Source: an optimization exercise on an open RTL-to-GDS flow (aim: small area, a short achievable clock period and few clock cycles per item). Production flows keep margins and buffers that such runs may drop. At most, simulation tests tie the RTL to the original design; equivalence was not proved. Function not checked in runs 1 to 6: the RTL went through the layout flow alone. Power is estimated from default activity; no workload was simulated.

==> design/flow/design.v <==
`timescale 1ns / 1ps
module mff_prefix #(parameter int N = 8)
(
    input  logic [N-1:0] g,
    input  logic [N-1:0] p,
    input  logic         cin,
    output logic [N:0]   c
);
    logic [N-1:0] gg;
    logic [N-1:0] pp;
    always_comb
    begin
        gg = g;
        pp = p;
        gg[0] = g[0] | (p[0] & cin);
        for (int l = 0; (1 << l) < N; l++)
        begin
            for (int i = 0; i < N; i++)
            begin
                if (((i >> l) & 1) == 1)
                begin
                    gg[i] = gg[i] | (pp[i] & gg[((i >> l) << l) - 1]);
                    pp[i] = pp[i] & pp[((i >> l) << l) - 1];
                end
            end
        end
        c = {gg, cin};
    end
endmodule
`timescale 1ns / 1ps
module message_field_filter_core
(
    input  logic        clk,
    input  logic        rst_n,
    input  logic        cfg_we,
    input  logic [2:0]  cfg_index,
    input  logic [63:0] cfg_data,
    input  logic        in_valid,
    output logic        in_stall,
    input  logic [7:0]  data_byte,
    input  logic        last_byte,
    output logic        out_valid,
    input  logic        out_stall,
    output logic        matched,
    output logic [15:0] slice_start,
    output logic [15:0] slice_length,
    output logic [15:0] message_size,
    output logic        size_overflow
);
    logic [1:0]  c_mode;
    logic [15:0] c_req;
    logic [15:0] c_off;
    logic [3:0]  c_cnt;
    logic [63:0] c_tmpl;
    logic [31:0] c_rstart;
    logic [31:0] c_rwidth;
    logic [15:0] c_slice;
    always_ff @(posedge clk)
    begin
        if (cfg_we)
        begin
            case (cfg_index)
                3'd0: c_mode   <= cfg_data[1:0];
                3'd1: c_req    <= cfg_data[15:0];
                3'd2: c_off    <= cfg_data[15:0];
                3'd3: c_cnt    <= cfg_data[3:0];
                3'd4: c_tmpl   <= cfg_data;
                3'd5: c_rstart <= cfg_data[31:0];
                3'd6: c_rwidth <= cfg_data[31:0];
                default: c_slice <= cfg_data[15:0];
            endcase
        end
    end
    logic is_tmpl, is_range, is_slice;
    assign is_tmpl  = (c_mode == 2'd0);
    assign is_range = (c_mode == 2'd1);
    assign is_slice = (c_mode == 2'd2);
    logic [7:0] nmask, mlast;
    always_comb
    begin
        for (int j = 0; j < 8; j++)
        begin
            nmask[j] = c_cnt[3] || (3'(j) < c_cnt[2:0]);
            mlast[j] = is_range ? (j == 3)
                     : c_cnt[3] ? (j == 7)
                     :            (3'(j + 1) == c_cnt[2:0]);
        end
    end
    logic       in_valid_reg;
    logic [7:0] data_reg;
    logic       last_reg;
    logic        inmsg;      
    logic        done;       
    logic [15:0] size;
    logic        full_r;     
    logic        ovf;
    logic        flag;       
    logic        met;        
    logic        teq;        
    logic        b1;         
    logic        b2;         
    logic [8:0]  pos;        
    logic [3:0]  rpos;       
    logic        pos0_n;     
    logic        rpos0_n;    
    logic [8:1]  pos_hi;
    logic [3:1]  rpos_hi;
    logic [9:0]  rt;         
    logic        rt_v;       
    logic        rt_first;   
    logic        o_matched;
    logic [15:0] o_size;
    logic        o_ovf;
    logic [15:0] o_start;
    logic [15:0] o_len;
    logic        stall_r;
    logic push, fire, adv, full;
    assign push     = done && !out_valid;
    assign fire     = in_valid_reg && (!done || push);
    assign full     = inmsg && full_r;
    assign adv      = fire && !full;
    assign in_stall = stall_r;
    logic in_valid_reg_n, done_n, out_valid_n;
    assign in_valid_reg_n = in_valid || stall_r;
    assign done_n         = (fire && last_reg) || (done && !push);
    assign out_valid_n    = push || (out_valid && out_stall);
    always_ff @(posedge clk or negedge rst_n)
    begin
        if (!rst_n)
        begin
            in_valid_reg <= 1'b0;
            done         <= 1'b0;
            out_valid    <= 1'b0;
            stall_r      <= 1'b0;
        end
        else
        begin
            in_valid_reg <= in_valid_reg_n;
            done         <= done_n;
            out_valid    <= out_valid_n;
            stall_r      <= in_valid_reg_n && done_n && out_valid_n;
        end
    end
    always_ff @(posedge clk)
    begin
        if (!stall_r)
        begin
            data_reg <= data_byte;
            last_reg <= last_byte;
        end
    end
    logic [15:0] size_inc;
    logic [16:0] inc_c;
    mff_prefix #(.N(16)) u_inc (
        .g   (16'd0),
        .p   (size),
        .cin (1'b1),
        .c   (inc_c)
    );
    assign size_inc = size ^ inc_c[15:0];
    logic [16:0] ek, ex, ec;
    logic        eq_off, eq_sum, eq_t;
    assign eq_off = (size == c_off);
    assign ek     = {1'b0, size};
    assign ex     = {1'b0, c_off ^ c_slice} ^ ek;
    assign ec     = {(c_off & c_slice) | ((c_off ^ c_slice) & ~size), 1'b0};
    assign eq_sum = (ex == ec);
    assign eq_t   = is_slice ? eq_sum : eq_off;
    logic t_zero;
    assign t_zero = (c_off == 16'd0) && (!is_slice || c_slice == 16'd0);
    logic flag_cur, met_cur, teq_cur, win;
    assign pos  = {pos_hi, !pos0_n};
    assign rpos = {rpos_hi, !rpos0_n};
    assign flag_cur = inmsg ? (flag || eq_t) : t_zero;
    assign met_cur  = inmsg && met;
    assign teq_cur  = !inmsg || teq;
    assign win      = flag_cur && !pos[8];
    logic        t_win, r_win;
    logic [7:0]  t_byte, rs_byte, rw_byte;
    always_comb
    begin
        t_byte  = '0;
        rs_byte = '0;
        rw_byte = '0;
        for (int j = 0; j < 8; j++)
            t_byte = t_byte | ({8{pos[j]}} & c_tmpl[8*j +: 8]);
        for (int j = 0; j < 4; j++)
        begin
            rs_byte = rs_byte | ({8{rpos[j]}} & c_rstart[8*j +: 8]);
            rw_byte = rw_byte | ({8{rpos[j]}} & c_rwidth[8*j +: 8]);
        end
    end
    assign t_win = is_tmpl && win && (|(pos[7:0] & nmask));
    assign r_win = is_range && win && (|rpos);
    logic       b1_in, b1_new;
    logic [8:0] c1;
    assign b1_in = !rpos[0] && b1;
    mff_prefix #(.N(8)) u_b1 (
        .g   (data_reg & ~rs_byte),
        .p   (data_reg | ~rs_byte),
        .cin (!b1_in),
        .c   (c1)
    );
    assign b1_new = !c1[8];
    logic [7:0] s3, k3;
    logic [8:0] y3;
    logic [8:0] c3;
    logic [9:0] u3;
    assign s3 = data_reg ^ ~rs_byte ^ ~rw_byte;
    assign k3 = (data_reg & ~rs_byte) | (data_reg & ~rw_byte) | (~rs_byte & ~rw_byte);
    assign y3 = {k3, !b1_in};
    mff_prefix #(.N(8)) u_b2 (
        .g   (s3 & y3[7:0]),
        .p   (s3 | y3[7:0]),
        .cin (1'b1),
        .c   (c3)
    );
    assign u3 = {y3[8] & c3[8], y3[8] ^ c3[8], s3 ^ y3[7:0] ^ c3[7:0]};
    logic [9:0] rx;
    logic       b2_new;
    assign rx     = {rt[9:8] + {1'b0, b1}, rt[7:0]};
    assign b2_new = rx[9] || ((rx == 10'd0) && !rt_first && b2);
    assign b2_eff = rt_v ? b2_new : b2;
    always_ff @(posedge clk)
    begin
        rt       <= {!u3[9], u3[8:0]};
        rt_first <= rpos[0];
        rt_v     <= adv && r_win;
        if (rt_v)
            b2 <= b2_new;
    end
    always_ff @(posedge clk or negedge rst_n)
    begin
        if (!rst_n)
        begin
            inmsg <= 1'b0;
            pos0_n  <= 1'b0;
            pos_hi  <= '0;
            rpos0_n <= 1'b0;
            rpos_hi <= '0;
        end
        else
        begin
            if (fire)
                inmsg <= !last_reg;
            if (fire && last_reg)
            begin
                pos0_n  <= 1'b0;
                pos_hi  <= '0;
                rpos0_n <= 1'b0;
                rpos_hi <= '0;
            end
            else if (adv && win)
            begin
                pos0_n <= 1'b1;
                pos_hi <= pos[7:0];
                if (is_range)
                begin
                    rpos0_n <= 1'b1;
                    rpos_hi <= rpos[2:0];
                end
            end
        end
    end
    always_ff @(posedge clk)
    begin
        if (fire && full)
            ovf <= 1'b1;
        if (adv)
        begin
            size   <= inmsg ? size_inc : 16'd1;
            full_r <= inmsg && (&size[15:1]) && !size[0];
            ovf    <= inmsg && ovf;
            flag   <= flag_cur;
            met    <= met_cur || (win && (|(pos[7:0] & mlast)));
            teq    <= teq_cur && !(t_win && (t_byte != data_reg));
            if (r_win)
                b1 <= b1_new;
        end
    end
    logic ok_len, ok_mode, b2_eff, flag_end;
    assign flag_end = flag || eq_t;
    assign ok_len = (c_req == 16'd0) || (size == c_req);
    always_comb
    begin
        case (c_mode)
            2'd0:    ok_mode = teq && ((c_cnt == 4'd0) ? flag_end : met);
            2'd1:    ok_mode = b2_eff && met;
            2'd2:    ok_mode = flag_end;
            default: ok_mode = 1'b0;
        endcase
    end
    always_ff @(posedge clk)
    begin
        if (push)
        begin
            o_matched <= !ovf && ok_len && ok_mode;
            o_size    <= size;
            o_ovf     <= ovf;
            o_len     <= is_slice ? c_slice : size;
        end
    end
    always_ff @(posedge clk)
        o_start <= is_slice ? c_off : 16'd0;
    assign matched       = o_matched;
    assign message_size  = o_size;
    assign size_overflow = o_ovf;
    assign slice_start   = o_start;
    assign slice_length  = o_len;
endmodule
==> design/flow/flow/run.sh <==
#!/bin/bash
set -euo pipefail
export BUFFER_PORTS_ARGS="-buffer_cell sky130_fd_sc_hd__buf_2"
export SETUP_SLACK_MARGIN=6
bash standard.sh > flow_make.log 2>&1
==> design/flow/standard.sh <==
#!/bin/bash
# synth_recipe.tcl (not shown) runs the flow's synth.tcl, then flattens the netlist and writes it again
# the make line also repeats each setting of config.mk as NAME=value (left out here)
make -C /OpenROAD-flow-scripts/flow DESIGN_CONFIG=/design/flow/config.mk WORK_HOME=/design/flow/orfs CLKGATE_MAP_FILE= SYNTH_SCRIPT=/design/flow/synth_recipe.tcl "${@:-finish}"
==> design/flow/config.mk <==
export PLATFORM = sky130hd
export DESIGN_NAME = message_field_filter_core
export DESIGN_NICKNAME = message_field_filter_core
export VERILOG_FILES = /design/flow/design.v
export SDC_FILE = /design/flow/constraint.sdc
export NUM_CORES = 4
export LEC_CHECK = 0
export CAP_MARGIN = 20
export CORE_MARGIN = 2
export CORE_UTILIZATION = 40
export CTS_BUF_LIST = sky130_fd_sc_hd__clkbuf_8
export SLEW_MARGIN = 20
==> design/flow/constraint.sdc <==
create_clock -name core_clock -period 8.5 [get_ports {clk}]
set_input_delay 1.7000 -clock core_clock [delete_from_list [all_inputs] [get_ports {clk}]]
set_output_delay 1.7000 -clock core_clock [all_outputs]
set_load 0.01 [all_outputs]
==> results.toml, run 1 <==
[floorplan]
die_w_um = 181.1
start_util = 0.4080
die_h_um = 181.1
fp-row-count = 64
core_um2 = 30750
die_area_um2 = 32800
pin_count = 133

[drt]
vias = 7794
initialDrtViolationCount = 542
via_per_inst = 5.210
wl_um = 30770
ant_nets = 0
drcViolationCount = 0
wl_per_cell_um = 20.57
drt_first_pass_iters = 5

[yosys]
async_reset_ff_frac = 0.06122
synth_cell_types = 61
netlist_area_um2 = 12550
synth_nets = 990
ys_warn_count = 3
netlist_instances = 847
ys.flop_type = "edfxtp_1"
synth-seq-area-share = 0.6734
syn_area_per_cell_um2 = 14.81
ys_ff_latch = 294
synth-edff-count = 247

[min_path]
whs_endpoint = "done$_DFF_PN0_"
hold_class = "reg2reg"
whs_path_depth = 2
hold_start = "done$_DFF_PN0_"

[sta]
rsz0062_at_grt = "yes"
holdWs_ns = 0.5227
relSlewSlack = 0.3699
tns_ns = 0
skew_ns = 0.02571
final-max-slew-violation-count = 0
timing.fmax_mhz = 307.7
tightest_slew_ns = 0.9432
setup_viol = 0
hold_violations = 0
post-route-period-util = 0.3824
min_period_ns = 3.250

[clock_tree]
clk_latency_ns = 0.58
cts-root-buf = "clkbuf_8"
clk_pin_slew_ns = 0.06
cts_tree = "built"
cts_hold_buf = 0
clockBufferDepth = 3
cts_max_level = 2
clock-sinks = 294
cts_buffers = 50

[setup_path]
crit_family = "compound AO/OA/AOI/OAI gates"
critPathArrivalTime_ns = 3.70
rr_startpoint = "rpos_hi[1]$_DFFE_PN0P_"
worstPathRequired_ns = 8.95
critPathBufInv = 3
critPathMaxFanout = 3
critical-path-slowest-cell = "dfrtp_4"
crit_path_cell_trace = "a22o_1, a221o_1, inv_2, fa_1, inv_1, ha_2, inv_2, fa_2, a21oi_2, o21bai_2, a21oi_2, o21ba_4, o21bai_4, a21o_1, ha_4"
critPathKind = "reg2reg"
r2r_end = "rt[8]$_DFF_P_"
rr_worst_depth = 15
critPathMaxStageDelay_ns = 0.50
startpoint_type = "flop"
r2r_slack_ns = 5.25
crit_path_end_kind = "flop"

[grt]
antenna_found_initial = 0
grt_pass1_vias = 7769
grt_use_total = 0.1859
grt_pass1_wl_um = 45920
grt_max_degree = 65
grt_overflow_total = 0

[job]
drv_cap = 0

[placed_design]
portBuffers = 132
dp.cells = 1344
gp_congestion = 0.8955
post-dp-hpwl_um = 20770

[pwr]
vdd_drop_max_mv = 0.1286
finalPower_w = 0.003961
comb_power_share = 0.228
intPower_w = 0.002781
clock_power_share = 0.298
power_density_nw_per_um2 = 258.8
p_sw_w = 0.001181
leakagePower_nw = 5.883
seqPwrFrac = 0.474
swShare = 0.2980

[finish]
top_regs = "c_tmpl x64, c_rstart x32, c_rwidth x32"
largest_reg_flops = 64
drive_above_1_share = 0.3048
nNetsFinal = 1203
fin_cells = 1496
syn2layout_area_growth_pct = 21.99
regMostFlops = "c_tmpl"
final_util = 0.4977

[outcome]
status = "no timing/DRC/antenna violations"
[layout by cell type (no fill, tap or decap), types with 3 or more instances in the layout]
cell | synthesis | final
a21oi_1 | 12 | 8
a21oi_2 | 0 | 4
a221o_1 | 13 | 13
a22o_1 | 19 | 19
a22oi_1 | 32 | 32
and2_1 | 30 | 30
buf_2 | 5 | 127
buf_4 | 0 | 58
buf_6 | 5 | 11
clkbuf_8 | 1 | 53
clkinv_1 | 2 | 7
clkinv_2 | 0 | 7
dfrtp_1 | 18 | 15
dfxtp_1 | 29 | 24
dfxtp_2 | 0 | 5
edfxtp_1 | 247 | 247
fa_1 | 27 | 23
fa_2 | 0 | 4
ha_1 | 35 | 33
inv_1 | 65 | 72
inv_2 | 0 | 13
mux2i_1 | 8 | 8
nand2_1 | 45 | 43
nand2b_1 | 5 | 3
nand2b_4 | 1 | 3
nand3_1 | 6 | 6
nand4_1 | 16 | 16
nor2_1 | 19 | 13
nor2_2 | 1 | 3
nor2_4 | 0 | 4
nor3_1 | 10 | 9
nor4_1 | 25 | 23
nor4_2 | 2 | 4
o21ai_0 | 25 | 21
o21ai_1 | 1 | 3
o32ai_2 | 1 | 4
o41ai_2 | 1 | 3
or3_1 | 3 | 3
xnor2_1 | 32 | 31
xor2_1 | 39 | 39
[final cells by class]
| cell class | count | area [um^2] |
|---|---|---|
| Tap cell | 396 | 495.5 |
| Antenna cell | 1 | 2.502 |
| Clock buffer | 53 | 729.5 |
| Clock inverter | 38 | 205.2 |
| Timing Repair Buffer | 198 | 1237 |
| Fill cell | 2705 | 15440 |
| Multi-Input combinational cell | 449 | 3918 |
| Inverter | 67 | 256.5 |
| Sequential cell | 294 | 8461 |
[through the flow]
| step | setup slack (ns) | area (um^2) |
|---|---|---|
| floorplan | 4.764 | 12670 |
| global placement | 4.944 | 13660 |
| finish | 5.250 | 15300 |
| global route | 5.137 | 15300 |
| CTS | 5.254 | 15110 |
| detailed placement | 4.906 | 13660 |
[worst max-delay path by stage]
stage                                start             endpoint  slack, ns  cells after the start
finish              rpos_hi[1]$_DFFE_PN0P_        rt[8]$_DFF_P_       5.25                     15
global route        rpos_hi[1]$_DFFE_PN0P_        rt[8]$_DFF_P_       5.14                     15
CTS                 rpos_hi[1]$_DFFE_PN0P_        rt[8]$_DFF_P_       5.25                     15
detailed placement     rpos0_n$_DFFE_PN0P_        rt[8]$_DFF_P_       4.91                     16
global placement       rpos0_n$_DFFE_PN0P_        rt[8]$_DFF_P_       4.94                     16
floorplan                           cfg_we  c_tmpl[0]$_DFFE_PP_       4.76                      2
[logic make-up (layout without fill, tap and decap cells)]
kind of cell,after synthesis,in the layout,synth area share
AO/OA/AOI/OAI,133,133,0.08019
XOR/XNOR,71,71,0.04957
adder cells (fa/ha/maj),62,62,0.07799
buffers and inverters,104,356,0.03610
flip-flops,294,294,0.6734
multiplexers,9,9,0.008178
other,0,1,0
AND/OR/NAND/NOR,174,174,0.07460
[repair_timing]
| action | 4_1_cts | 5_1_grt |
|---|---|---|
| setup buffers | 48 | 11 |
| pin swaps | 15 | 23 |
| gates cloned | 1 | 0 |
| resized for setup | 41 | 28 |
| setup endpoints to repair | 145 | 95 |
[Yosys cell counts (all sizes together) (5+ instances only)]
master	instances	area (um^2)
a21oi	12	60.06
a221o	13	130.1
a221oi	5	43.79
a22o	19	166.4
a22oi	32	240.2
and2	30	187.7
buf	12	88.83
clkbuf	24	100.1
dfrtp	18	450.4
dfxtp	29	580.6
edfxtp	247	7417
fa	27	540.5
ha	35	437.9
inv	65	244.0
mux2i	8	80.08
nand2	45	168.9
nand2b	6	45.04
nand3	6	30.03
nand4	16	100.1
nor2	20	77.58
nor3	10	50.05
nor4	27	181.4
o21ai	27	138.9
xnor2	32	280.3
xor2	39	341.6
[power by group through the flow]
stage,clock (W),combinational [W],sequential (W)
2_1_floorplan,0,0.000501,0.00189
3_3_place_gp,0,0.000670,0.00196
3_5_place_dp,0,0.000684,0.00197
4_1_cts,0.00121,0.000874,0.00188
5_1_grt,0.00128,0.000986,0.00189
6_report,0.00118,0.000903,0.00188
[routing by layer]
metal	part of all wire	wire length, um	track usage
met5	0	0	0
met4	0.036	1094	0.07902
met3	0.068	2100	0.03487
met2	0.47	14450	0.3004
met1	0.43	13120	0.2469
[worst min-delay path, stage by stage, from the launching register on]
cell	delay, ns
dfrtp_1	0.35
nand2_1	0.07
nand2_1	0.07
==> inputs of run 2 (changes only) <==
--- a/design/flow/design.v
+++ b/design/flow/design.v
@@ -180,16 +180,29 @@
     always_comb
     begin
         t_byte  = '0;
-        rs_byte = '0;
-        rw_byte = '0;
         for (int j = 0; j < 8; j++)
             t_byte = t_byte | ({8{pos[j]}} & c_tmpl[8*j +: 8]);
+    end
+    logic [3:0] rpos_n;
+    logic [7:0] rs_sel, rw_sel;
+    assign rpos_n = (fire && last_reg)            ? 4'b0001
+                  : (adv && win && is_range)      ? {rpos[2:0], 1'b0}
+                  :                                 rpos;
+    always_comb
+    begin
+        rs_sel = '0;
+        rw_sel = '0;
         for (int j = 0; j < 4; j++)
         begin
-            rs_byte = rs_byte | ({8{rpos[j]}} & c_rstart[8*j +: 8]);
-            rw_byte = rw_byte | ({8{rpos[j]}} & c_rwidth[8*j +: 8]);
+            rs_sel = rs_sel | ({8{rpos_n[j]}} & c_rstart[8*j +: 8]);
+            rw_sel = rw_sel | ({8{rpos_n[j]}} & c_rwidth[8*j +: 8]);
         end
     end
+    always_ff @(posedge clk)
+    begin
+        rs_byte <= rs_sel;
+        rw_byte <= rw_sel;
+    end
     assign t_win = is_tmpl && win && (|(pos[7:0] & nmask));
     assign r_win = is_range && win && (|rpos);
     logic       b1_in, b1_new;
@@ -241,24 +254,19 @@
         end
         else
         begin
+            rpos0_n <= !rpos_n[0];
+            rpos_hi <= rpos_n[3:1];
             if (fire)
                 inmsg <= !last_reg;
             if (fire && last_reg)
             begin
                 pos0_n  <= 1'b0;
                 pos_hi  <= '0;
-                rpos0_n <= 1'b0;
-                rpos_hi <= '0;
             end
             else if (adv && win)
             begin
                 pos0_n <= 1'b1;
                 pos_hi <= pos[7:0];
-                if (is_range)
-                begin
-                    rpos0_n <= 1'b1;
-                    rpos_hi <= rpos[2:0];
-                end
             end
         end
     end
--- a/design/flow/config.mk
+++ b/design/flow/config.mk
@@ -8,5 +8,6 @@
 export CAP_MARGIN = 20
 export CORE_MARGIN = 2
 export CORE_UTILIZATION = 40
-export CTS_BUF_LIST = sky130_fd_sc_hd__clkbuf_8
+export CTS_CLUSTER_DIAMETER = 80
+export CTS_CLUSTER_SIZE = 24
 export SLEW_MARGIN = 20
==> run 2 against run 1 <==
Sequential power increased by 8%. Synthesized cell count grew 20%. Combinational power increased by 14%. Critical endpoint is now rs_byte[2]$_DFF_P_. Wire length is 20% higher. Clock skew grew 0.0085 ns. Worst setup slack gained 0.39 ns. Synthesized area rose by 9.9%. Final cell count rose by 9.4%. Worst hold slack worse by 0.044 ns. Core utilization decreased by 1.2 points. First-iteration DRC count is 68% higher.
==> results.toml, run 2 <==
[setup_path]
r2r_end = "rs_byte[2]$_DFF_P_"
startpoint_type = "flop"
critPathMaxStageDelay_ns = 0.51
crit_path_end_kind = "flop"
crit_family = "simple AND/OR/NAND/NOR gates"
critPathMaxFanout = 49
r2r_slack_ns = 5.64
critPathBufInv = 3
rr_startpoint = "c_mode[1]$_DFFE_PP_"
rr_worst_depth = 9
critical-path-slowest-cell = "edfxtp_1"
critPathArrivalTime_ns = 3.33
worstPathRequired_ns = 8.97
critPathKind = "reg2reg"
crit_path_cell_trace = "nor2b_2, buf_4, or3_1, o32a_1, a21oi_4, buf_12, clkbuf_16, mux2_4, nand4_1"

[pwr]
power_density_nw_per_um2 = 245.7
seqPwrFrac = 0.504
intPower_w = 0.002757
vdd_drop_max_mv = 0.1596
clock_power_share = 0.240
comb_power_share = 0.255
finalPower_w = 0.004018
p_sw_w = 0.001261
leakagePower_nw = 6.143
swShare = 0.3138

[sta]
setup_viol = 0
hold_violations = 0
timing.fmax_mhz = 349.7
skew_ns = 0.03419
post-route-period-util = 0.3364
relSlewSlack = 0.3626
rsz0062_at_grt = "yes"
tns_ns = 0
min_period_ns = 2.860
final-max-slew-violation-count = 0
tightest_slew_ns = 0.9541
timing.final.ws_setup_ns = 5.640

[finish]
top_regs = "c_tmpl x64, c_rstart x32, c_rwidth x32"
layout_commonest_cell = "edfxtp_1"
regArea_um2 = 8778
fillCellCount = 2997
largest_reg_flops = 64
final_cell_mix = "edfxtp_1 (247), buf_2 (126), nand3_1 (85), inv_1 (60), buf_4 (53)"
nNetsFinal = 1319
n_antenna_cell = 0
syn2layout_area_growth_pct = 18.59
fin_cells = 1637
regMostFlops = "c_tmpl"
stdcell_area_um2 = 16350
multi_input_area_um2 = 4802
drive_above_1_share = 0.2590

[clock_tree]
clk_pin_slew_ns = 0.09
cts_max_level = 1
clock-sinks = 310
clk_latency_ns = 0.54
cts_buffers = 19
cts-root-buf = "clkbuf_16"
cts_hold_buf = 0
cts_tree = "built"
clockBufferDepth = 3

[placed_design]
dp.cells = 1548
gp_congestion = 0.8442
post-dp-hpwl_um = 24900
dp_slack_ns = 4.945
portBuffers = 132
dpl_cell_area_um2 = 15040

[min_path]
whs_path_depth = 2
whs_endpoint = "rs_byte[7]$_DFF_P_"
hold_class = "reg2reg"
hold_start = "c_rstart[7]$_DFFE_PP_"

[yosys]
synthTopCellsByArea = "edfxtp_1 (54%), dfxtp_1 (6.5%), fa_1 (3.9%), dfrtp_1 (3.3%), ha_1 (3.2%)"
netlist_instances = 1015
synth_nets = 1158
synth_area_leader_cell = "edfxtp_1"
synth_cell_types = 58
yosysTopAreaCellShare = 0.5379
ys_warn_count = 3
async_reset_ff_frac = 0.05806
ys.flop_type = "edfxtp_1"
ys_ff_latch = 310
netlist_area_um2 = 13790
synth_most_common_cell = "edfxtp_1"
synth-edff-count = 247
synth_commonest_cells = "edfxtp_1 (247), nand3_1 (85), inv_1 (67)"
syn_area_per_cell_um2 = 13.58
synth-seq-area-share = 0.6359

[floorplan]
die_h_um = 189.7
pin_count = 133
start_util = 0.4091
die_area_um2 = 35970
fp-row-count = 67
core_um2 = 33700
die_w_um = 189.7

[drt]
initialDrtViolationCount = 909
wl_um = 36920
dr_wl_met2_um = 15980
wl_per_cell_um = 22.56
drt_first_pass_iters = 5
top_layer = "met5"
wl_met3_um = 2697
via_per_inst = 5.392
drcViolationCount = 0
ant_nets = 0
wl_met1_um = 17490
vias = 8826

[job]
drv_cap = 0

[grt]
grt_pass1_wl_um = 53630
antenna_found_initial = 1
grt_overflow_total = 0
grt_pass1_vias = 8241
grt_max_degree = 100
grt_use_total = 0.2032

[outcome]
status = "no timing/DRC/antenna violations"
-- run 2: cell count changes in the layout (fill, tap and decap cells not counted), moves of 9 or more --
| cell | before | now |
|---|---|---|
| a22o_1 | 19 | 10 |
| mux2_4 | 0 | 30 |
| mux2i_1 | 8 | 17 |
| nand3_1 | 6 | 85 |
| a221o_1 | 13 | 2 |
| and3_1 | 1 | 34 |
| clkbuf_16 | 0 | 22 |
| inv_1 | 72 | 60 |
| nand4_1 | 16 | 35 |
| dfxtp_1 | 24 | 38 |
| clkbuf_8 | 53 | 0 |
| nand2_1 | 43 | 29 |
-- run 2: cell type report --
class                      instances  share of cell area
sequential                       310              0.5368
multi-input combinational        581              0.2937
timing repair buffer             196             0.08294
tap                              448             0.03428
clock buffer                      25             0.03045
inverter                          68             0.01576
clock inverter                     9            0.006045
-- run 2: power groups by stage --
stage	Sequential (W)	Combinational, W	Clock (W)
finish	0.00203	0.00103	0.000966
floorplan	0.00201	0.000632	0
detailed placement	0.00210	0.000850	0
global placement	0.00210	0.000839	0
CTS	0.00202	0.00101	0.000985
global route	0.00205	0.00113	0.00104
-- run 2: logic make-up (layout without fill, tap and decap cells) --
group	after synthesis	in the layout	synth area share
compound gates	107	107	0.05590
simple gates	287	287	0.1135
fa+ha+maj	62	62	0.07096
buf+inv	124	298	0.03639
flops	310	310	0.6359
xor+xnor	71	71	0.04510
mux	54	54	0.04220
-- run 2: worst register-to-register path, cell delays in order, from the launching register on --
cell,delay (ns)
edfxtp_1,0.51
nor2b_2,0.20
buf_4,0.27
or3_1,0.48
o32a_1,0.40
a21oi_4,0.18
buf_12,0.19
clkbuf_16,0.20
mux2_4,0.29
nand4_1,0.09
-- run 2: per-layer routing --
metal,track usage,vias up
met5,0,-
li1,-,4026
met2,0.2959,318
met1,0.3217,4441
met3,0.02730,39
met4,0.04592,2
-- run 2: timing repair --
item	in CTS	in global routing
setup buffers	40	8
pin swaps	19	11
resized for setup	23	19
cloned	4	3
setup endpoints to repair	153	149
-- run 2: through the flow --
step / util / hold WS [ns]
after floorplan: - / 0.4206
after global placement: 0.4464 / 0.4599
final: 0.4852 / 0.4790
after detailed placement: 0.4464 / 0.4546
after CTS: 0.4794 / 0.4796
after global routing: 0.4852 / 0.5132
-- run 2: worst max-delay path by stage --
| stage | start | end | slack (ns) | cells past startpoint |
|---|---|---|---|---|
| after detailed placement | size[9]$_SDFFCE_PN0P_ | b1$_DFFE_PP_ | 4.94 | 9 |
| after global placement | size[2]$_SDFFCE_PN0P_ | b1$_DFFE_PP_ | 4.98 | 9 |
| after floorplan | cfg_we | c_tmpl[0]$_DFFE_PP_ | 4.76 | 2 |
| final | c_mode[1]$_DFFE_PP_ | rs_byte[2]$_DFF_P_ | 5.64 | 9 |
| after CTS | size[14]$_SDFFCE_PN0P_ | rs_byte[2]$_DFF_P_ | 5.66 | 11 |
| after global routing | size[2]$_SDFFCE_PN0P_ | b1$_DFFE_PP_ | 5.49 | 10 |
==> inputs of run 3 (changes only) <==
==> design/flow/flow/run.sh (replaced) <==
#!/bin/bash
set -euo pipefail
export BUFFER_PORTS_ARGS="-buffer_cell sky130_fd_sc_hd__buf_2"
export SETUP_SLACK_MARGIN=5.6
bash standard.sh > flow_make.log 2>&1
==> run 3 against run 2 <==
Worst hold slack better by 0.0033 ns. Final cell count about the same. Core utilization down 0.49 points. Final area down 1.0%. Maximum frequency down 4.6%. First-iteration DRC count up 0.11%. Worst setup slack worse by 0.14 ns. Critical path depth up 1. Highest routed layer is now met4.
==> results.toml, run 3 <==
[floorplan]
core_um2 = 33700
fp-row-count = 67
pin_count = 133
die_h_um = 189.7
start_util = 0.4091
die_area_um2 = 35970
die_w_um = 189.7

[finish]
layout_commonest_cell = "edfxtp_1"
drive_above_1_share = 0.2235
final_util = 0.4803
fin_cells = 1638
top_regs = "c_tmpl x64, c_rstart x32, c_rwidth x32"
final_cell_mix = "edfxtp_1 (247), buf_2 (132), nand3_1 (85), inv_1 (63), buf_4 (54)"
largest_reg_flops = 64
nNetsFinal = 1321
regMostFlops = "c_tmpl"
n_antenna_cell = 0
syn2layout_area_growth_pct = 17.40

[grt]
grt_pass1_wl_um = 53430
grt_max_degree = 101
grt_overflow_total = 0
antenna_found_initial = 0
grt_use_total = 0.2014
grt_pass1_vias = 8281

[drt]
drcViolationCount = 0
vias = 8769
wl_per_cell_um = 22.48
via_per_inst = 5.353
initialDrtViolationCount = 910
ant_nets = 0
drt_first_pass_iters = 5
wl_um = 36820

[yosys]
yosysTopAreaCellShare = 0.5379
ys_ff_latch = 310
synth_most_common_cell = "edfxtp_1"
synthTopCellsByArea = "edfxtp_1 (54%), dfxtp_1 (6.5%), fa_1 (3.9%), dfrtp_1 (3.3%), ha_1 (3.2%)"
synth_commonest_cells = "edfxtp_1 (247), nand3_1 (85), inv_1 (67)"
synth_cell_types = 58
ys_warn_count = 3
async_reset_ff_frac = 0.05806
netlist_area_um2 = 13790
synth-edff-count = 247
synth_area_leader_cell = "edfxtp_1"
synth_nets = 1158
netlist_instances = 1015
synth-seq-area-share = 0.6359
syn_area_per_cell_um2 = 13.58
ys.flop_type = "edfxtp_1"

[job]
drv_cap = 0

[sta]
rsz0062_at_grt = "yes"
timing.fmax_mhz = 333.5
timing.final.ws_setup_ns = 5.501
min_period_ns = 2.999
post-route-period-util = 0.3528
setup_viol = 0
tns_ns = 0
tightest_slew_ns = 0.9970
relSlewSlack = 0.3340
final-max-slew-violation-count = 0
hold_violations = 0
skew_ns = 0.01633

[min_path]
whs_path_depth = 2
whs_endpoint = "rs_byte[7]$_DFF_P_"
hold_class = "reg2reg"
hold_start = "c_rstart[7]$_DFFE_PP_"

[pwr]
comb_power_share = 0.251
seqPwrFrac = 0.503
swShare = 0.3122
vdd_drop_max_mv = 0.1208
clock_power_share = 0.246
finalPower_w = 0.003999
power_density_nw_per_um2 = 247.1
leakagePower_nw = 5.980
intPower_w = 0.002751
p_sw_w = 0.001249

[clock_tree]
cts-root-buf = "clkbuf_16"
clock-sinks = 310
clk_latency_ns = 0.52
clk_pin_slew_ns = 0.09
cts_max_level = 1
cts_tree = "built"
clockBufferDepth = 3
cts_buffers = 19

[setup_path]
rr_worst_depth = 10
r2r_slack_ns = 5.50
r2r_end = "rw_byte[3]$_DFF_P_"
worstPathRequired_ns = 8.96
startpoint_type = "flop"
rr_startpoint = "c_slice[14]$_DFFE_PP_"
critPathKind = "reg2reg"
critPathMaxFanout = 6
critPathArrivalTime_ns = 3.46
crit_path_end_kind = "flop"

[placed_design]
gp_congestion = 0.9010
dp.cells = 1548
portBuffers = 132
post-dp-hpwl_um = 23730
dp_slack_ns = 4.997

[outcome]
status = "no timing/DRC/antenna violations"
[run 3: changes by cell type in the layout (fill, tap and decap cells not counted), moves of 3 or more]
cell | before | now
mux2_4 | 30 | 1
inv_1 | 60 | 63
clkinv_2 | 3 | 0
mux2i_2 | 4 | 0
buf_6 | 6 | 1
mux2i_1 | 17 | 21
mux2_1 | 0 | 29
dfxtp_1 | 38 | 44
dfxtp_2 | 7 | 1
buf_2 | 126 | 132
[run 3: cell type report]
type                    instances  area, um^2
clock buffers                  25       529.3
clock inverters                 8       86.33
fillers                      2970       17510
inverters                      68       255.2
multi-input cells             581        4641
flip-flops and latches        310        8772
well taps                     448       560.5
repair buffers                198        1343
[run 3: cells by family after synthesis]
kind of cell	synth area share
AO/OA/AOI/OAI	0.05590
XOR/XNOR	0.04510
adder cells (fa/ha/maj)	0.07096
buffers and inverters	0.03639
flip-flops	0.6359
multiplexers	0.04220
AND/OR/NAND/NOR	0.1135
[run 3: critical path: stages (launching register included)]
cell	delay, ns
edfxtp_1	0.49
fa_1	0.52
xnor2_1	0.16
nor4_2	0.35
nand4_1	0.22
a21o_1	0.27
a21oi_4	0.18
buf_12	0.17
clkbuf_16	0.16
mux2_1	0.32
nand4_1	0.09
[run 3: worst max path at each step]
| stage | startpoint | slack [ns] | endpoint |
|---|---|---|---|
| CTS | size[4]$_SDFFCE_PN0P_ | 5.61 | rs_byte[0]$_DFF_P_ |
| detailed placement | size[0]$_SDFFCE_PN1P_ | 5.00 | b1$_DFFE_PP_ |
| floorplan | cfg_we | 4.76 | c_tmpl[0]$_DFFE_PP_ |
| global placement | size[3]$_SDFFCE_PN0P_ | 5.07 | b1$_DFFE_PP_ |
| global route | c_off[14]$_DFFE_PP_ | 5.45 | rs_byte[6]$_DFF_P_ |
| finish | c_slice[14]$_DFFE_PP_ | 5.50 | rw_byte[3]$_DFF_P_ |
[run 3: metal layers]
layer | share of wire | track usage | up-vias
li1 | - | - | 4031
met1 | 0.47 | 0.3127 | 4310
met2 | 0.43 | 0.2980 | 385
met3 | 0.081 | 0.02896 | 43
met4 | 0.021 | 0.04711 | 0
met5 | 0 | 0 | -
[run 3: stage by stage]
step / hold WS, ns / instance area, um^2
4_1_cts: 0.4850 / 15980
3_5_place_dp: 0.4564 / 14890
2_1_floorplan: 0.4206 / 13820
5_1_grt: 0.4980 / 16190
3_3_place_gp: 0.4602 / 14890
6_report: 0.4823 / 16190
[run 3: power groups by stage]
stage               Clock (W)  Sequential [W]  Combinational, W
floorplan                   0         0.00201          0.000606
global placement            0         0.00209          0.000824
detailed placement          0         0.00209          0.000835
CTS                   0.00101         0.00201          0.000984
global route          0.00106         0.00203           0.00112
finish               0.000984         0.00201           0.00101
[run 3: timing repair]
action / in CTS / in global routing
hold buffers: 0 / 0
pin swaps: 10 / 12
gates resized for setup: 18 / 9
cloned: 4 / 3
setup endpoints to repair: 32 / 31
setup buffers: 38 / 12
==> inputs of run 4 (changes only) <==
--- a/design/flow/design.v
+++ b/design/flow/design.v
@@ -184,24 +184,35 @@
             t_byte = t_byte | ({8{pos[j]}} & c_tmpl[8*j +: 8]);
     end
     logic [3:0] rpos_n;
-    logic [7:0] rs_sel, rw_sel;
-    assign rpos_n = (fire && last_reg)            ? 4'b0001
-                  : (adv && win && is_range)      ? {rpos[2:0], 1'b0}
-                  :                                 rpos;
+    logic       r_shift, r_start;
+    logic [7:0] rs_nxt, rw_nxt;
+    assign r_shift = adv && win && is_range;
+    assign r_start = !inmsg || (fire && last_reg);
+    assign rpos_n  = (fire && last_reg) ? 4'b0001
+                   : r_shift            ? {rpos[2:0], 1'b0}
+                   :                      rpos;
     always_comb
     begin
-        rs_sel = '0;
-        rw_sel = '0;
-        for (int j = 0; j < 4; j++)
+        rs_nxt = '0;
+        rw_nxt = '0;
+        for (int j = 0; j < 3; j++)
         begin
-            rs_sel = rs_sel | ({8{rpos_n[j]}} & c_rstart[8*j +: 8]);
-            rw_sel = rw_sel | ({8{rpos_n[j]}} & c_rwidth[8*j +: 8]);
+            rs_nxt = rs_nxt | ({8{rpos[j]}} & c_rstart[8*(j+1) +: 8]);
+            rw_nxt = rw_nxt | ({8{rpos[j]}} & c_rwidth[8*(j+1) +: 8]);
         end
     end
     always_ff @(posedge clk)
     begin
-        rs_byte <= rs_sel;
-        rw_byte <= rw_sel;
+        if (r_shift && !last_reg)
+        begin
+            rs_byte <= rs_nxt;
+            rw_byte <= rw_nxt;
+        end
+        else if (r_start)
+        begin
+            rs_byte <= c_rstart[7:0];
+            rw_byte <= c_rwidth[7:0];
+        end
     end
     assign t_win = is_tmpl && win && (|(pos[7:0] & nmask));
     assign r_win = is_range && win && (|rpos);
==> run 4 against run 3 <==
Sequential cell count unchanged. First-iteration DRC count down 25%. Non-clock buffer count down 18. Worst hold slack better by 0.031 ns. Maximum frequency up 1.2%. Clock power down 5.1%. Sequential power up 3%. Worst setup slack better by 0.036 ns. Critical path depth unchanged. Largest cell class unchanged.
==> results.toml, run 4 <==
[clock_tree]
cts_hold_buf = 0
clk_pin_slew_ns = 0.10
clk_latency_ns = 0.52
cts-root-buf = "clkbuf_16"
clockBufferDepth = 3
cts_tree = "built"
clock-sinks = 310
cts_buffers = 18
cts_max_level = 1

[yosys]
async_reset_ff_frac = 0.05806
synth_area_leader_cell = "edfxtp_1"
synth-seq-area-share = 0.6814
synth_most_common_cell = "edfxtp_1"
synth_commonest_cells = "edfxtp_1 (263), inv_1 (84), nand2_1 (46)"
ys_ff_latch = 310
syn_area_per_cell_um2 = 14.84
ys.flop_type = "edfxtp_1"
netlist_area_um2 = 13100
synth-edff-count = 263
yosysTopAreaCellShare = 0.6028
synthTopCellsByArea = "edfxtp_1 (60%), dfxtp_1 (4.4%), fa_1 (4.1%), dfrtp_1 (3.4%), ha_1 (3.3%)"
synth_nets = 1026
synth_cell_types = 60
netlist_instances = 883
ys_warn_count = 3

[drt]
via_per_inst = 5.084
wl_per_cell_um = 20.80
drcViolationCount = 0
wl_um = 31200
vias = 7626
drt_first_pass_iters = 6
ant_nets = 0
initialDrtViolationCount = 681

[sta]
min_period_ns = 2.963
tns_ns = 0
relSlewSlack = 0.3378
post-route-period-util = 0.3486
hold_violations = 0
timing.fmax_mhz = 337.5
tightest_slew_ns = 0.9922
timing.final.ws_setup_ns = 5.537
rsz0062_at_grt = "yes"
final-max-slew-violation-count = 0
skew_ns = 0.01789
setup_viol = 0

[grt]
grt.met2_usage = 0.2804
grt_use_total = 0.1838
grt_overflow_total = 0
grt_pass1_wl_um = 46750
grt_pass1_vias = 7478
antenna_found_initial = 0
grt_use_met3 = 0.02045
grt_max_degree = 65
grt_busiest_layer = "met1"
met1_usage = 0.2847

[setup_path]
critPathMaxFanout = 16
crit_path_end_kind = "flop"
rr_startpoint = "size[7]$_SDFFCE_PN0P_"
critPathArrivalTime_ns = 3.20
critPathKind = "reg2reg"
r2r_slack_ns = 5.54
crit_start = "size[7]$_SDFFCE_PN0P_"
worstPathRequired_ns = 8.73
rr_worst_depth = 10
r2r_end = "rw_byte[4]$_DFFE_PP_"
crit_end = "rw_byte[4]$_DFFE_PP_"
startpoint_type = "flop"

[placed_design]
gp_congestion = 0.8906
post-dp-hpwl_um = 21960
portBuffers = 132
dp_slack_ns = 4.545
dp.cells = 1428
dpl_cell_area_um2 = 14250

[finish]
layout_commonest_cell = "edfxtp_1"
fin_cells = 1500
top_regs = "c_tmpl x64, c_rstart x32, c_rwidth x32"
regMostFlops = "c_tmpl"
final_cell_mix = "edfxtp_1 (263), buf_2 (132), inv_1 (81), nand2_1 (45), buf_4 (45)"
syn2layout_area_growth_pct = 15.86
final_util = 0.4690
stdcell_area_um2 = 15180
largest_reg_flops = 64
drive_above_1_share = 0.2202
nNetsFinal = 1189
n_antenna_cell = 0

[pwr]
power_density_nw_per_um2 = 265.6
vdd_drop_max_mv = 0.1478
leakagePower_nw = 5.670

[floorplan]
start_util = 0.4048
core_um2 = 32370
die_area_um2 = 34220
die_w_um = 185.0
pin_count = 133
fp-row-count = 66
die_h_um = 185.0

[min_path]
whs_path_depth = 1
hold_class = "reg2reg"

[outcome]
status = "no timing/DRC/antenna violations"

[job]
drv_cap = 0
-- run 4: changes by cell type after synthesis, sizes merged, moves of 14 or more --
cell	previous run	this run
a222oi	0	16
and3	34	1
clkbuf	43	24
dfxtp	45	29
edfxtp	247	263
inv	67	84
mux2	33	1
nand2	32	46
nand3	85	6
nand4	35	17
-- run 4: area by class of cell --
class,instances,area (um^2)
repair buffers,180,1045
multi-input cells,450,3765
flip-flops and latches,310,8929
clock buffers,26,501.7
well taps,442,553.0
fillers,2873,17190
inverters,86,325.3
clock inverters,6,62.56
-- run 4: cells by family after synthesis --
group	after synthesis	share of synthesized area
compound gates	114	0.06427
xor+xnor	71	0.04746
fa+ha+maj	62	0.07468
buf+inv	123	0.03867
flops	310	0.6814
mux	28	0.02149
simple gates	175	0.07200
-- run 4: repair_timing --
| item | 4_1_cts | 5_1_grt |
|---|---|---|
| endpoints found under the setup margin | 46 | 39 |
| resized for setup | 8 | 5 |
| hold endpoints to repair | 0 | 0 |
| setup buffers | 35 | 5 |
| pin swaps | 6 | 7 |
-- run 4: worst min-delay path by stage --
stage,slack [ns],to,from
2_1_floorplan,0.42,o_size[13]$_DFFE_PP_,size[13]$_SDFFCE_PN0P_
3_3_place_gp,0.51,done$_DFF_PN0_,done$_DFF_PN0_
3_5_place_dp,0.49,in_valid_reg$_DFF_PN0_,stall_r$_DFF_PN0_
4_1_cts,0.52,in_valid_reg$_DFF_PN0_,stall_r$_DFF_PN0_
5_1_grt,0.54,in_valid_reg$_DFF_PN0_,stall_r$_DFF_PN0_
6_report,0.51,in_valid_reg$_DFF_PN0_,stall_r$_DFF_PN0_
-- run 4: power breakdown --
| part | leakage [nW] | total, W | internal [W] | switching [W] |
|---|---|---|---|---|
| sequential | 2.92 | 0.00207 | 0.00190 | 0.000172 |
| clock | 0.274 | 0.000934 | 0.000430 | 0.000504 |
| combinational | 2.48 | 0.00102 | 0.000443 | 0.000581 |
-- run 4: per-stage QoR --
step | hold WS (ns) | power, W
5_1_grt | 0.5440 | 0.004260
6_report | 0.5132 | 0.004032
3_5_place_dp | 0.4947 | 0.003043
2_1_floorplan | 0.4206 | 0.002704
3_3_place_gp | 0.5055 | 0.003029
4_1_cts | 0.5231 | 0.004054
-- run 4: worst max-delay path: stages (launching register included) --
cell      delay [ns]
edfxtp_1        0.46
inv_4           0.08
fa_1            0.44
xnor2_2         0.17
nor4_4          0.31
nand4_1         0.21
a21oi_2         0.19
o31a_2          0.17
nor3b_4         0.25
nand3b_1        0.20
buf_12          0.17
-- run 4: layer usage --
metal / up-vias / share of wire
li1: 3537 / -
met1: 3786 / 0.47
met2: 268 / 0.45
met3: 35 / 0.064
met4: 0 / 0.015
met5: - / 0
==> inputs of run 5 (changes only) <==
--- a/design/flow/design.v
+++ b/design/flow/design.v
@@ -150,6 +150,7 @@
         end
     end
     logic [15:0] size_inc;
+    logic [15:0] cnt_next;
     logic [16:0] inc_c;
     mff_prefix #(.N(16)) u_inc (
         .g   (16'd0),
@@ -158,14 +159,18 @@
         .c   (inc_c)
     );
     assign size_inc = size ^ inc_c[15:0];
+    assign cnt_next = inmsg ? size_inc : 16'd1;
+    logic [15:0] size_nx;
     logic [16:0] ek, ex, ec;
     logic        eq_off, eq_sum, eq_t;
-    assign eq_off = (size == c_off);
-    assign ek     = {1'b0, size};
-    assign ex     = {1'b0, c_off ^ c_slice} ^ ek;
-    assign ec     = {(c_off & c_slice) | ((c_off ^ c_slice) & ~size), 1'b0};
-    assign eq_sum = (ex == ec);
-    assign eq_t   = is_slice ? eq_sum : eq_off;
+    assign size_nx = adv ? cnt_next : size;
+    assign eq_off  = (size_nx == c_off);
+    assign ek      = {1'b0, size_nx};
+    assign ex      = {1'b0, c_off ^ c_slice} ^ ek;
+    assign ec      = {(c_off & c_slice) | ((c_off ^ c_slice) & ~size_nx), 1'b0};
+    assign eq_sum  = (ex == ec);
+    always_ff @(posedge clk)
+        eq_t <= is_slice ? eq_sum : eq_off;
     logic t_zero;
     assign t_zero = (c_off == 16'd0) && (!is_slice || c_slice == 16'd0);
     logic flag_cur, met_cur, teq_cur, win;
@@ -287,7 +292,7 @@
             ovf <= 1'b1;
         if (adv)
         begin
-            size   <= inmsg ? size_inc : 16'd1;
+            size   <= cnt_next;
             full_r <= inmsg && (&size[15:1]) && !size[0];
             ovf    <= inmsg && ovf;
             flag   <= flag_cur;
==> run 5 against run 4 <==
Still clean on timing, DRC and antenna. Global-route usage rose by 0.68 points. Clock skew up 0.0063 ns. Clock power rose by 3.7%. Critical path depth shrank 8. Wire length increased by 5.0%. Non-clock buffer count shrank 13. Worst hold slack improved by 0.0045 ns. Die area increased by 1.4%. Register-to-register slack gained 0.11 ns. Final cell count is 2.0% higher. Critical path type is now reg2out. Largest power group unchanged.
==> results.toml, run 5 <==
[outcome]
status = "no timing/DRC/antenna violations"

[sta]
rsz0062_at_grt = "yes"
min_period_ns = 2.931
setup_viol = 0
relSlewSlack = 0.3460
tightest_slew_ns = 0.9790
timing.fmax_mhz = 341.1
skew_ns = 0.02424
final-max-slew-violation-count = 0
tns_ns = 0
holdWs_ns = 0.5177
post-route-period-util = 0.3449
hold_violations = 0

[floorplan]
pin_count = 133
core_um2 = 32620
start_util = 0.4073
die_h_um = 186.2
die_area_um2 = 34690
die_w_um = 186.2
fp-row-count = 66

[yosys]
synth_most_common_cell = "edfxtp_1"
yosysTopAreaCellShare = 0.5583
synth-edff-count = 247
synth_nets = 1065
netlist_instances = 924
synth_commonest_cells = "edfxtp_1 (247), inv_1 (88), dfxtp_1 (46)"
synth-seq-area-share = 0.6615
synthTopCellsByArea = "edfxtp_1 (56%), dfxtp_1 (6.9%), fa_1 (4.1%), dfrtp_1 (3.4%), ha_1 (3.1%)"
syn_area_per_cell_um2 = 14.38
synth_cell_types = 72
netlist_area_um2 = 13290
ys.flop_type = "edfxtp_1"
synth_area_leader_cell = "edfxtp_1"
ys_ff_latch = 311
ys_warn_count = 3
async_reset_ff_frac = 0.05788

[grt]
grt_use_total = 0.1906
grt_pass1_vias = 7881
grt_overflow_total = 0
antenna_found_initial = 0
grt_max_degree = 65
grt_pass1_wl_um = 48720

[finish]
n_antenna_cell = 0
final_cell_mix = "edfxtp_1 (247), buf_2 (132), inv_1 (86), a22oi_1 (34), buf_4 (34)"
largest_reg_flops = 64
syn2layout_area_growth_pct = 15.99
drive_above_1_share = 0.2500
top_regs = "c_tmpl x64, c_rstart x32, c_rwidth x32"
nNetsFinal = 1216
regMostFlops = "c_tmpl"
layout_commonest_cell = "edfxtp_1"

[drt]
drt_first_pass_iters = 6
initialDrtViolationCount = 955
drcViolationCount = 0
vias = 8083
ant_nets = 0
wl_um = 32770
wl_per_cell_um = 21.42
via_per_inst = 5.283

[clock_tree]
cts_tree = "built"
cts_hold_buf = 0
cts_buffers = 19
clk_latency_ns = 0.53
clk_pin_slew_ns = 0.09
cts-root-buf = "clkbuf_16"
clockBufferDepth = 3
clock-sinks = 311
cts_max_level = 1

[pwr]
vdd_drop_max_mv = 0.1326
power_density_nw_per_um2 = 244.9
leakagePower_nw = 5.771

[setup_path]
crit_start = "out_valid$_DFF_PN0_"
critPathKind = "reg2out"
startpoint_type = "flop"
rr_startpoint = "c_off[13]$_DFFE_PP_"
critPathArrivalTime_ns = 1.23
worstPathRequired_ns = 6.80
r2r_slack_ns = 5.65
critPathMaxFanout = 4
crit_path_end_kind = "output port"

[placed_design]
gp_congestion = 0.8991
post-dp-hpwl_um = 23210
portBuffers = 132

[min_path]
hold_class = "reg2reg"
hold_start = "pos_hi[8]$_DFFE_PN0P_"

[job]
drv_cap = 0
==> run 5: changes by cell type after synthesis, sizes merged, moves of 8 or more <==
cell / change
xnor2: -9
dfxtp: +17
nand2: -12
and2: -12
edfxtp: -16
o21ai: -9
mux2: +12
a22o: +9
xor2: -8
nor3: +10
==> run 5: report_power, final <==
part / switching [W] / leakage [nW] / internal, W / total (W)
sequential: 0.000125 / 2.91 / 0.00185 / 0.00197
clock: 0.000522 / 0.292 / 0.000448 / 0.000969
combinational: 0.000485 / 2.56 / 0.000348 / 0.000833
total: 0.00113 / 5.77 / 0.00264 / 0.00377
==> run 5: timing repair <==
action | in CTS | in global routing
setup buffers | 21 | 7
setup endpoints to repair | 15 | 35
pin swaps | 7 | 10
gates resized for setup | 38 | 19
==> run 5: worst paths after layout <==
kind	endpoint	depth (start not counted)
setup reg to reg	rw_byte[5]$_DFFE_PP_	8
max in group asynchronous	out_valid$_DFF_PN0_	1
hold reg to reg	pos_hi[8]$_DFFE_PN0P_	1
hold / removal	pos_hi[8]$_DFFE_PN0P_	1
min in group asynchronous	rpos_hi[1]$_DFFE_PN0P_	1
setup / recovery	out_valid	2
==> run 5: logic make-up (layout without fill, tap and decap cells) <==
| family | count (synthesis) | count (layout) | synth area share |
|---|---|---|---|
| XOR/XNOR | 54 | 54 | 0.03560 |
| AO/OA/AOI/OAI | 153 | 153 | 0.08834 |
| buffers and inverters | 128 | 292 | 0.03861 |
| AND/OR/NAND/NOR | 185 | 185 | 0.07807 |
| multiplexers | 33 | 33 | 0.02609 |
| flip-flops | 311 | 311 | 0.6615 |
| adder cells (fa/ha/maj) | 60 | 60 | 0.07177 |
==> run 5: worst max-delay path, cell delays in order (launching register included) <==
cell and delay (ns):
dfrtp_2 0.42, buf_4 0.15, buf_2 0.14
==> run 5: metrics by stage <==
step / instances / setup slack, ns / util / area [um^2] / power (W)
after detailed placement: 1468 / 4.944 / 0.4425 / 14440 / 0.002766
after CTS: 1523 / 5.533 / 0.4686 / 15290 / 0.003792
after floorplan: 924 / 4.764 / - / 13330 / 0.002478
final: 1530 / 5.569 / 0.4724 / 15410 / 0.003775
after global routing: 1530 / 5.481 / 0.4724 / 15410 / 0.003972
after global placement: 1468 / 4.969 / 0.4425 / 14440 / 0.002754
==> run 5: cell type report <==
type	count	area (um^2)
multi-input combinational	485	4138
sequential	311	8832
timing repair buffer	167	930.9
fill	2897	17210
inverter	91	352.8
clock buffer	26	511.7
clock inverter	8	91.34
tap	442	553.0
==> run 5: layer usage <==
| layer | up-vias | wire length (um) | track usage |
|---|---|---|---|
| met5 | - | 0 | 0 |
| met4 | 0 | 801 | 0.05606 |
| met3 | 48 | 2113 | 0.02979 |
| met2 | 300 | 14310 | 0.2799 |
| met1 | 3995 | 15550 | 0.2918 |
| li1 | 3740 | - | - |
==> inputs of run 6 (changes only) <==
==> design/flow/flow/run.sh (replaced) <==
#!/bin/bash
set -euo pipefail
export BUFFER_PORTS_ARGS="-buffer_cell sky130_fd_sc_hd__buf_1"
export SETUP_SLACK_MARGIN=5.6
bash standard.sh > flow_make.log 2>&1
--- a/design/flow/config.mk
+++ b/design/flow/config.mk
@@ -7,7 +7,7 @@
 export LEC_CHECK = 0
 export CAP_MARGIN = 20
 export CORE_MARGIN = 2
-export CORE_UTILIZATION = 40
+export CORE_UTILIZATION = 55
 export CTS_CLUSTER_DIAMETER = 80
 export CTS_CLUSTER_SIZE = 24
 export SLEW_MARGIN = 20
==> run 6 against run 5 <==
Worst hold slack worse by 0.0034 ns. Die area is 27% lower. Synthesized area stayed put. Combinational power is about 10% higher. First-iteration DRC count is 15% higher. Clock skew is 0.0086 ns lower. Final cell count is 8.1% lower. Critical endpoint is now eq_t$_DFF_P_. Largest cell class unchanged.
==> results.toml, run 6 <==
[outcome]
status = "no timing/DRC/antenna violations"

[clock_tree]
clockBufferDepth = 3
cts_hold_buf = 0
clk_pin_slew_ns = 0.09
cts_tree = "built"
cts_max_level = 1
cts-root-buf = "clkbuf_16"
cts_buffers = 17
clk_latency_ns = 0.51
clock-sinks = 311

[yosys]
synthMuxAreaShare = 0.02609
synth_nets = 1065
synth_commonest_cells = "edfxtp_1 (247), inv_1 (88), dfxtp_1 (46)"
synth_top_family_by_area = "compound AO/OA/AOI/OAI gates"
netlist_area_um2 = 13290
synth_area_leader_cell = "edfxtp_1"
synth_compound_area_frac = 0.08834
yosysTopAreaCellShare = 0.5583
async_reset_ff_frac = 0.05788
synthAdderAreaFrac = 0.07176
syn_area_per_cell_um2 = 14.38
synth_most_common_cell = "edfxtp_1"
ys_ff_latch = 311
ys_warn_count = 3
synthTopCellsByArea = "edfxtp_1 (56%), dfxtp_1 (6.9%), fa_1 (4.1%), dfrtp_1 (3.4%), ha_1 (3.1%)"
synthSimpleGateAreaFrac = 0.07807
post_synth_xor_area_fraction = 0.03560
netlist_instances = 924
synth_cell_types = 72
ys.flop_type = "edfxtp_1"
synth-seq-area-share = 0.6615
synth-edff-count = 247

[drt]
drcViolationCount = 0
wl_um = 32730
vias = 8244
wl_per_cell_um = 23.28
initialDrtViolationCount = 1094
drt_first_pass_iters = 5
ant_nets = 0
via_per_inst = 5.863

[sta]
tns_ns = 0
tightest_slew_ns = 0.8600
final-max-slew-violation-count = 0
skew_ns = 0.01561
hold_violations = 0
holdWs_ns = 0.5144
relSlewSlack = 0.4261
min_period_ns = 3.030
setup_viol = 0
post-route-period-util = 0.3565
timing.fmax_mhz = 330.0
rsz0062_at_grt = "yes"

[setup_path]
critical-path-slowest-cell = "fa_1"
startpoint_type = "flop"
crit_path_cell_trace = "a21bo_1, buf_12, inv_8, and4_4, and3_4, xnor2_1, or2_4, fa_1, xor2_1, nand4_1, nor4_2, nand3_1, o31ai_2"
worstPathRequired_ns = 8.92
critPathKind = "reg2reg"
critPathMaxFanout = 5
critPathMaxStageDelay_ns = 0.49
critPathArrivalTime_ns = 3.45
crit_path_end_kind = "flop"

[finish]
final_cell_mix = "edfxtp_1 (247), buf_1 (130), inv_1 (86), dfxtp_1 (35), a22oi_1 (34)"
n_antenna_cell = 0
regMostFlops = "c_tmpl"
syn2layout_area_growth_pct = 14.12
nNetsFinal = 1218
final_util = 0.6421
fillCellCount = 1848
multi_input_area_um2 = 4213
stdcell_area_um2 = 15160
largest_reg_flops = 64
top_regs = "c_tmpl x64, c_rstart x32, c_rwidth x32"
regArea_um2 = 8806
layout_commonest_cell = "edfxtp_1"
drive_above_1_share = 0.1279

[grt]
grt_use_met3 = 0.07476
grt_pass1_vias = 7825
grt_pass1_wl_um = 48940
grt_use_total = 0.2567
grt_max_degree = 65
grt_busiest_layer = "met1"
antenna_found_initial = 0
grt_overflow_total = 0
met1_usage = 0.4076
grt.met2_usage = 0.3520

[pwr]
power_density_nw_per_um2 = 250.1
leakagePower_nw = 5.408
finalPower_w = 0.003791
vdd_drop_max_mv = 0.1583

[floorplan]
core_um2 = 23610
fp-row-count = 56
pin_count = 133
die_area_um2 = 25410
start_util = 0.5626
die_w_um = 159.4
die_h_um = 159.4

[placed_design]
post-dp-hpwl_um = 22640
gp_congestion = 0.9104
dpl_cell_area_um2 = 14130
portBuffers = 132

[job]
drv_cap = 0

[min_path]
hold_class = "reg2reg"
## run 6: changes by cell type in the layout (fill, tap and decap cells not counted), sizes merged
cell / delta
buf: +3
inv: -4
clkinvlp: -1
clkbuf: -1
bufinv: +2
## run 6: final timing paths
path                                     endpoint  slack [ns]                    from  cells past startpoint
setup / recovery                     eq_t$_DFF_P_        5.47     out_valid$_DFF_PN0_                     13
hold / removal             rpos_hi[3]$_DFFE_PN0P_        0.51  rpos_hi[3]$_DFFE_PN0P_                      1
setup reg to reg                     eq_t$_DFF_P_        5.47     out_valid$_DFF_PN0_                     13
hold reg to reg            rpos_hi[3]$_DFFE_PN0P_        0.51  rpos_hi[3]$_DFFE_PN0P_                      1
max in group asynchronous     out_valid$_DFF_PN0_        6.99                   rst_n                      1
min in group asynchronous          done$_DFF_PN0_        1.14                   rst_n                      1
## run 6: kinds of logic (layout without fill, tap and decap cells)
| kind of cell | count (synthesis) | count (layout) |
|---|---|---|
| and+or+nand+nor | 185 | 185 |
| muxes | 33 | 33 |
| AOI/OAI and AO/OA | 153 | 153 |
| adders and majority gates | 60 | 60 |
| DFF | 311 | 311 |
| buffers and inverters | 128 | 291 |
| xor gates and xnor gates | 54 | 54 |
## run 6: per-layer routing
| metal | up-vias | wire, um |
|---|---|---|
| li1 | 3728 | - |
| met1 | 4094 | 15190 |
| met2 | 381 | 13740 |
| met3 | 41 | 3222 |
| met4 | 0 | 580 |
| met5 | - | 0 |
## run 6: stage by stage
stage / setup slack (ns) / instances
6_report: 5.470 / 1406
5_1_grt: 5.314 / 1406
4_1_cts: 5.466 / 1391
3_5_place_dp: 5.032 / 1347
3_3_place_gp: 5.121 / 1347
2_1_floorplan: 4.764 / 924
## run 6: critical path, delay by kind of cell, from the launching register on
kind / cells / cell delay, ns
buffers and inverters: 2 / 0.21
DFF: 1 / 0.41
xor gates and xnor gates: 2 / 0.28
and+or+nand+nor: 6 / 1.27
AOI/OAI and AO/OA: 2 / 0.30
adders and majority gates: 1 / 0.49
## run 6: report_power, final
| part | internal (W) | switching (W) |
|---|---|---|
| Sequential | 0.00184 | 0.000121 |
| Clock | 0.000440 | 0.000470 |
| Combinational | 0.000379 | 0.000537 |
| Total | 0.00266 | 0.00113 |
## run 6: area by class of cell
cell class / instances / area share
Sequential cell: 311 / 0.5808
Timing Repair Buffer: 171 / 0.05670
Inverter: 91 / 0.02303
Multi-Input combinational cell: 485 / 0.2779
Clock inverter: 5 / 0.005447
Tap cell: 319 / 0.02633
Clock buffer: 24 / 0.02979
## run 6: repair_timing
action,4_1_cts,5_1_grt
gates cloned,0,1
pin swaps,6,15
buffers inserted,15,13
setup endpoints to repair,40,40
resized for setup,31,32
==> inputs of run 7 (changes only) <==
--- a/design/flow/design.v
+++ b/design/flow/design.v
@@ -172,7 +172,8 @@
     always_ff @(posedge clk)
         eq_t <= is_slice ? eq_sum : eq_off;
     logic t_zero;
-    assign t_zero = (c_off == 16'd0) && (!is_slice || c_slice == 16'd0);
+    always_ff @(posedge clk)
+        t_zero <= (c_off == 16'd0) && (!is_slice || c_slice == 16'd0);
     logic flag_cur, met_cur, teq_cur, win;
     assign pos  = {pos_hi, !pos0_n};
     assign rpos = {rpos_hi, !rpos0_n};
==> design/flow/flow/run.sh (replaced) <==
#!/bin/bash
set -euo pipefail
export BUFFER_PORTS_ARGS="-buffer_cell sky130_fd_sc_hd__buf_2"
export SETUP_SLACK_MARGIN=5.6
bash standard.sh > flow_make.log 2>&1
--- a/design/flow/config.mk
+++ b/design/flow/config.mk
@@ -7,7 +7,7 @@
 export LEC_CHECK = 0
 export CAP_MARGIN = 20
 export CORE_MARGIN = 2
-export CORE_UTILIZATION = 55
+export CORE_UTILIZATION = 40
 export CTS_CLUSTER_DIAMETER = 80
 export CTS_CLUSTER_SIZE = 24
 export SLEW_MARGIN = 20
==> run 7 against run 6 <==
First-iteration DRC count is 21% lower. Clock skew hardly changed. Worst hold slack worse by 0.028 ns. Largest cell class unchanged. Highest routed layer unchanged.
==> results.toml, run 7 <==
[outcome]
status = "no timing/DRC/antenna violations"

[drt]
drt_first_pass_iters = 5
wl_um = 31930
via_per_inst = 5.217
drcViolationCount = 0
wl_met1_um = 14890
wl_per_cell_um = 21.22
vias = 7851
wl_met3_um = 2471
top_layer = "met4"
ant_nets = 0
dr_wl_met2_um = 13920
initialDrtViolationCount = 868

[setup_path]
worstPathRequired_ns = 8.96
startpoint_type = "flop"
critPathKind = "reg2reg"
critPathMaxFanout = 5
crit_path_end_kind = "flop"
critPathArrivalTime_ns = 3.44
rr_worst_depth = 12

[yosys]
synth_most_common_cell = "edfxtp_1"
synthTopCellsByArea = "edfxtp_1 (56%), dfxtp_1 (7.2%), fa_1 (4.1%), dfrtp_1 (3.4%), ha_1 (3.1%)"
ys_ff_latch = 312
syn_area_per_cell_um2 = 14.66
async_reset_ff_frac = 0.05769
netlist_area_um2 = 13140
ys.flop_type = "edfxtp_1"
synth_nets = 1037
synth_area_leader_cell = "edfxtp_1"
synth-edff-count = 247
synth-seq-area-share = 0.6705
netlist_instances = 896
synth_commonest_cells = "edfxtp_1 (247), inv_1 (65), dfxtp_1 (47)"
ys_warn_count = 3
synth_cell_types = 75
yosysTopAreaCellShare = 0.5646

[sta]
rsz0062_at_grt = "yes"
skew_ns = 0.01518
setup_viol = 0
tightest_slew_ns = 1.034
hold_violations = 0
min_period_ns = 2.982
timing.fmax_mhz = 335.3
relSlewSlack = 0.3091
tns_ns = 0
final-max-slew-violation-count = 0
post-route-period-util = 0.3509

[floorplan]
die_area_um2 = 34310
die_h_um = 185.2
fp-row-count = 66
die_w_um = 185.2
start_util = 0.4048
pin_count = 133
core_um2 = 32450

[clock_tree]
cts_buffers = 18
clock-sinks = 312
clk_latency_ns = 0.52
cts_hold_buf = 0
clk_pin_slew_ns = 0.10
cts_tree = "built"
cts_max_level = 1
cts-root-buf = "clkbuf_16"
clockBufferDepth = 3

[grt]
grt_pass1_vias = 7514
antenna_found_initial = 0
grt_pass1_wl_um = 47300
grt_use_total = 0.1861
grt_overflow_total = 0
grt_max_degree = 65

[pwr]
power_density_nw_per_um2 = 249.1
vdd_drop_max_mv = 0.1066
finalPower_w = 0.003790
leakagePower_nw = 5.726

[finish]
fillCellCount = 2866
final_cell_mix = "edfxtp_1 (247), buf_2 (131), inv_1 (65)"
multi_input_area_um2 = 4004
drive_above_1_share = 0.2568
largest_reg_flops = 64
nNetsFinal = 1192
n_antenna_cell = 0
syn2layout_area_growth_pct = 15.83
top_regs = "c_tmpl x64, c_rstart x32, c_rwidth x32"
regArea_um2 = 8851
regMostFlops = "c_tmpl"
layout_commonest_cell = "edfxtp_1"

[placed_design]
gp_congestion = 0.8576
portBuffers = 132
post-dp-hpwl_um = 22960

[min_path]
whs_path_depth = 0
hold_class = "reg2reg"

[job]
drv_cap = 0
-- run 7: cell count changes after synthesis, moves of 5 or more --
cell and delta:
inv_1 -23, nor2_1 +23, mux2i_1 -16, a21oi_1 +15, nand2b_1 -9, xor2_1 +9
nand2_1 -7, clkbuf_1 -5, nand3_1 -5, o21a_1 -5
-- run 7: cell families after synthesis --
group | share of synthesized area
DFF | 0.6705
AOI/OAI and AO/OA | 0.08420
and+or+nand+nor | 0.07934
adders and majority gates | 0.07258
buffers and inverters | 0.03610
xor gates and xnor gates | 0.04134
muxes | 0.01591
-- run 7: power by group --
group          switching (W)  internal, W
Combinational       0.000495     0.000374
Clock               0.000500     0.000457
Sequential          0.000110      0.00185
-- run 7: worst max-delay path, cell delays in order (launching register included) --
cell and delay, ns:
dfxtp_4 0.38, ha_1 0.19, a21boi_2 0.20, and2_4 0.20, nand4_1 0.12, xnor2_1 0.18, nand2_1 0.14, fa_1 0.55
xor2_1 0.17, nand4_1 0.11, or4_4 0.42, nor3_2 0.13, a41o_1 0.11
-- run 7: metrics by stage --
| step | setup slack (ns) | std cells | utilization | hold slack (ns) | cell area [um^2] |
|---|---|---|---|---|---|
| 2_1_floorplan | 4.764 | 896 | - | 0.4029 | 13170 |
| 6_report | 5.518 | 1505 | 0.4688 | 0.4862 | 15220 |
| 4_1_cts | 5.554 | 1492 | 0.4638 | 0.5125 | 15050 |
| 3_5_place_dp | 5.079 | 1442 | 0.4389 | 0.4837 | 14240 |
| 3_3_place_gp | 5.166 | 1442 | 0.4389 | 0.4879 | 14240 |
| 5_1_grt | 5.398 | 1505 | 0.4688 | 0.4907 | 15220 |
-- run 7: path summary, 6_finish.rpt --
kind	start	to	slack (ns)
min in group asynchronous	rst_n	inmsg$_DFFE_PN0N_	1.10
hold / removal	size[8]$_DFF_P_	o_size[8]$_DFFE_PP_	0.49
setup / recovery	size[1]$_DFF_P_	eq_t$_DFF_P_	5.52
max in group asynchronous	rst_n	out_valid$_DFF_PN0_	7.08
setup reg to reg	size[1]$_DFF_P_	eq_t$_DFF_P_	5.52
hold reg to reg	size[8]$_DFF_P_	o_size[8]$_DFFE_PP_	0.49
-- run 7: layout make-up --
| type | count | share of cell area |
|---|---|---|
| Tap cell | 442 | 0.03635 |
| Inverter | 68 | 0.01710 |
| Timing Repair Buffer | 171 | 0.06332 |
| Clock buffer | 25 | 0.03273 |
| Multi-Input combinational cell | 480 | 0.2631 |
| Sequential cell | 312 | 0.5817 |
| Clock inverter | 7 | 0.005674 |
-- run 7: layer usage --
layer / track usage / vias to the layer above
met3: 0.02851 / 40
met4: 0.04825 / 0
met2: 0.2670 / 301
met1: 0.2924 / 3882
li1: - / 3628
met5: 0 / -
-- run 7: what timing repair did --
action                                  4_1_cts  5_1_grt
endpoints found under the setup margin        3        4
buffers inserted                             18       13
resized for setup                            42       16
pin swaps                                     4       11
Testbench counts of run 7, summed over its fixed seeds: cycles 31,637, items 2,400.

Check on run 7: ideal ports give 5.518 ns setup slack; a clkbuf_16 on the clock port and buf_2 on the inputs give 5.476 ns; moving port delays by the midpoint clock arrival (0.555 ns) as well gives 5.343 ns.
